What follows belongs to an exercise in optimizing a design on an open flow for a short achievable clock period and few clock cycles; a production flow would make more cautious choices. At most, simulation tests tie the RTL to the original design; equivalence was not proved. No driver is modelled on the clock port, so clocking that relies on it looks cheaper here than on a real chip. No activity file was given, so power comes from the tool's default toggle rates.

==> module stream_buffer, before the edit <==
module stream_buffer #(
	parameter int width = 32
) (
	input logic clk_axi,
	input logic rst_axi_n,
	input logic [width-1:0] wr_data,
	input logic wr_next,
	input logic wr_en,
	input logic rd_allow,
	output logic rd_take,
	output logic [width-1:0] rd_data,
	output logic rd_valid,
	input logic rd_ready
);
	localparam int depth = vfifo_cfg_pkg::buf_depth;
	localparam int queue = 3;
	logic [width-1:0] mem [depth];
	logic [depth-1:0] wr_sel;
	logic [depth-1:0] wr_slot;
	logic [depth-1:0] rd_sel;
	logic [depth-1:0] fill;
	logic [width-1:0] mem_word;
	logic [width-1:0] stage;
	logic stage_valid;
	logic room;
	logic [width-1:0] q [queue];
	logic [queue-1:0] used;
	logic pop;
	logic head_hold;
	logic head_next;
	logic head_stage;
	assign pop = used[0] && rd_ready;
	assign rd_data = q[0];
	assign room = !used[2] && !(used[1] && stage_valid);
	assign rd_take = rd_allow && fill[0] && room;
	assign head_hold = !pop && used[0];
	assign head_next = pop && used[1];
	assign head_stage = !head_hold && !head_next;
	always_comb begin
		mem_word = '0;
		for (int i = 0; i < depth; i++) begin
			mem_word = mem_word | ({width{rd_sel[i]}} & mem[i]);
		end
	end
	always_ff @(posedge clk_axi) begin
		for (int i = 0; i < depth; i++) begin
			if (wr_slot[i]) begin
				mem[i] <= wr_data;
			end
		end
		if (rd_take) begin
			stage <= mem_word;
		end
		for (int i = 1; i < queue; i++) begin
			if (pop) begin
				q[i] <= (i + 1 < queue && used[(i + 1) % queue]) ? q[(i + 1) % queue] : stage;
			end else begin
				q[i] <= used[i] ? q[i] : stage;
			end
		end
		q[0] <= ({width{head_hold}} & q[0]) | ({width{head_next}} & q[1]) |
			({width{head_stage}} & stage);
	end
	always_ff @(posedge clk_axi) begin
		if (!rst_axi_n) begin
			wr_sel <= depth'(1);
			wr_slot <= '0;
			rd_sel <= depth'(1);
			fill <= '0;
			stage_valid <= 1'b0;
			used <= '0;
			rd_valid <= 1'b0;
		end else begin
			if (wr_en) begin
				wr_sel <= {wr_sel[depth-2:0], wr_sel[depth-1]};
				wr_slot <= {depth{wr_next}} & {wr_sel[depth-2:0], wr_sel[depth-1]};
			end else begin
				wr_slot <= {depth{wr_next}} & wr_sel;
			end
			if (rd_take) begin
				rd_sel <= {rd_sel[depth-2:0], rd_sel[depth-1]};
			end
			if (wr_en && !rd_take) begin
				fill <= {fill[depth-2:0], 1'b1};
			end else if (rd_take && !wr_en) begin
				fill <= {1'b0, fill[depth-1:1]};
			end
			stage_valid <= rd_take;
			if (pop && !stage_valid) begin
				used <= {1'b0, used[queue-1:1]};
			end else if (stage_valid && !pop) begin
				used <= {used[queue-2:0], 1'b1};
			end
			rd_valid <= used[1] || stage_valid || (used[0] && !pop);
		end
	end
endmodule
==> flow/config.mk <==
export PLATFORM = sky130hd
export DESIGN_NAME = vfifo_top
export DESIGN_NICKNAME = vfifo_top
export VERILOG_FILES = /design/flow/design.v
export SDC_FILE = /design/flow/constraint.sdc
export NUM_CORES = 4
export LEC_CHECK = 0
export ABC_CLOCK_PERIOD_IN_PS = 2000
export CAP_MARGIN = 20
export CORE_MARGIN = 2
export CORE_UTILIZATION = 65
export CTS_CLUSTER_DIAMETER = 60
export CTS_CLUSTER_SIZE = 30
export PLACE_DENSITY = 0.75
export SETUP_SLACK_MARGIN = 3.0
export SLEW_MARGIN = 20
==> flow/constraint.sdc <==
create_clock -name core_clock -period 5.0 [get_ports {clk_axi}]
set_input_delay 1.0000 -clock core_clock [delete_from_list [all_inputs] [get_ports {clk_axi}]]
set_output_delay 1.0000 -clock core_clock [all_outputs]
set_load 0.01 [all_outputs]
standard.sh (not shown) runs the stock make flow with config.mk's settings and CLKGATE_MAP_FILE= SYNTH_SCRIPT=/design/flow/synth_recipe.tcl, a recipe that flattens the netlist after the stock synthesis.
==> flow/flow/run.sh <==
#!/bin/bash
# Own layout flow: the standard flow (standard.sh) with three changes.
#  1. Port buffers are sky130_fd_sc_hd__buf_4 (BUFFER_PORTS_ARGS) instead of the resizer's
#     default pick, a delay cell.
#  2. After placement, each output port's buffer is moved next to the register that drives
#     it (flow/move_out_buf.tcl) and the placement is legalized again.
#  3. After CTS, the clock root buffer is split into 4 buffers that the clock port drives
#     directly (flow/split_root.tcl), one per quarter of the old root's sinks; the rest of
#     the tree is kept. Then the standard flow continues from global routing.
# Each tool's full output goes to a log file of its own in this folder.
set -euo pipefail
export BUFFER_PORTS_ARGS="-buffer_cell sky130_fd_sc_hd__buf_4"
R=orfs/results/${FLOW_PLATFORM}/vfifo_top/base
PD="$FLOW_HOME/platforms/$FLOW_PLATFORM"

bash standard.sh place > std_to_place.log 2>&1

cp "$R/3_place.odb" "$R/3_place_std.odb"
PLATFORM_DIR="$PD" ODB_IN="$R/3_place_std.odb" SDC_IN="$R/3_place.sdc" ODB_OUT="$R/3_place.odb" \
	openroad -no_init -exit flow/move_out_buf.tcl > move_out_buf.log 2>&1

bash standard.sh cts > std_cts.log 2>&1

cp "$R/4_cts.odb" "$R/4_cts_std.odb"
PLATFORM_DIR="$PD" ODB_IN="$R/4_cts_std.odb" SDC_IN="$R/4_cts.sdc" ODB_OUT="$R/4_cts.odb" NROOT=4 \
	openroad -no_init -exit flow/split_root.tcl > split_root.log 2>&1

bash standard.sh finish > std_finish.log 2>&1
test -s out/final.def
Other scripts of this flow, unchanged in this note and not shown: flow/flow/move_out_buf.tcl, flow/flow/split_root.tcl
Testbench counts at the start, summed over its fixed seeds: cycles 17,189.
Change:
--- a/flow/design.v
+++ b/flow/design.v
@@ -39,11 +39,14 @@
 	logic [width-1:0] mem [depth];
 	logic [depth-1:0] wr_sel;
 	logic [depth-1:0] wr_slot;
 	logic [depth-1:0] rd_sel;
 	logic [depth-1:0] fill;
-	logic [width-1:0] mem_word;
+	logic [width-1:0] mem_word_lo;
+	logic [width-1:0] mem_word_hi;
+	logic [width-1:0] stage_lo;
+	logic [width-1:0] stage_hi;
 	logic [width-1:0] stage;
 	logic stage_valid;
 	logic room;
 	logic [width-1:0] q [queue];
 	logic [queue-1:0] used;
@@ -57,24 +60,27 @@
 	assign rd_take = rd_allow && fill[0] && room;
 	assign head_hold = !pop && used[0];
 	assign head_next = pop && used[1];
 	assign head_stage = !head_hold && !head_next;
 	always_comb begin
-		mem_word = '0;
-		for (int i = 0; i < depth; i++) begin
-			mem_word = mem_word | ({width{rd_sel[i]}} & mem[i]);
+		mem_word_lo = '0;
+		mem_word_hi = '0;
+		for (int i = 0; i < depth / 2; i++) begin
+			mem_word_lo = mem_word_lo | ({width{rd_sel[i]}} & mem[i]);
+			mem_word_hi = mem_word_hi | ({width{rd_sel[depth/2+i]}} & mem[depth/2+i]);
 		end
 	end
+	assign stage = stage_lo | stage_hi;
 	always_ff @(posedge clk_axi) begin
 		for (int i = 0; i < depth; i++) begin
 			if (wr_slot[i]) begin
 				mem[i] <= wr_data;
 			end
 		end
-		if (rd_take) begin
-			stage <= mem_word;
-		end
+		wr_slot <= {depth{wr_next}} & (wr_en ? {wr_sel[depth-2:0], wr_sel[depth-1]} : wr_sel);
+		stage_lo <= mem_word_lo;
+		stage_hi <= mem_word_hi;
 		for (int i = 1; i < queue; i++) begin
 			if (pop) begin
 				q[i] <= (i + 1 < queue && used[(i + 1) % queue]) ? q[(i + 1) % queue] : stage;
 			end else begin
 				q[i] <= used[i] ? q[i] : stage;
@@ -84,22 +90,18 @@
 			({width{head_stage}} & stage);
 	end
 	always_ff @(posedge clk_axi) begin
 		if (!rst_axi_n) begin
 			wr_sel <= depth'(1);
-			wr_slot <= '0;
 			rd_sel <= depth'(1);
 			fill <= '0;
 			stage_valid <= 1'b0;
 			used <= '0;
 			rd_valid <= 1'b0;
 		end else begin
 			if (wr_en) begin
 				wr_sel <= {wr_sel[depth-2:0], wr_sel[depth-1]};
-				wr_slot <= {depth{wr_next}} & {wr_sel[depth-2:0], wr_sel[depth-1]};
-			end else begin
-				wr_slot <= {depth{wr_next}} & wr_sel;
 			end
 			if (rd_take) begin
 				rd_sel <= {rd_sel[depth-2:0], rd_sel[depth-1]};
 			end
 			if (wr_en && !rd_take) begin
Result: Register-to-register slack gets better by 0.02 ns; clock power stays flat; final area is about the same; worst hold slack improved by 0.035 ns; sequential power climbs by a few percent; worst setup slack loses 0.014 ns.
Function not checked in the second run of this note: the RTL went through the layout flow alone.

-- afterwards: timing with drivers on the ports --
The flow's constraints put no driver on any port. The routed layouts listed below were extracted and timed again, unchanged, in two steps. Step 1 assumes that a clkbuf_16 drives the clock port and a buf_2 every other input. Step 2 times the ports against the registers' clock, not the clock port: input delays grow and output delays shrink by t, the midpoint of the rising clock arrivals with the driver on. a / b / c = ideal ports / drivers / drivers and shift; a / b = the first two.
run	t, ns	setup slack, ns	worst hold slack (ns)	worst setup path after step 2	slew at the worst register clock pin (ns)
the first run	0.743	2.916 / 2.742 / 2.384	0.437 / 0.353 / 0.438	input to register	0.11 / 0.11
the second run	0.762	2.903 / 2.720 / 2.425	0.472 / 0.335 / 0.472	input to register	0.11 / 0.11
After both steps setup and hold are still met in every run listed. For the first run, which loses most, drivers alone change the setup slack by -0.174 ns; drivers and shift together by -0.532 ns.
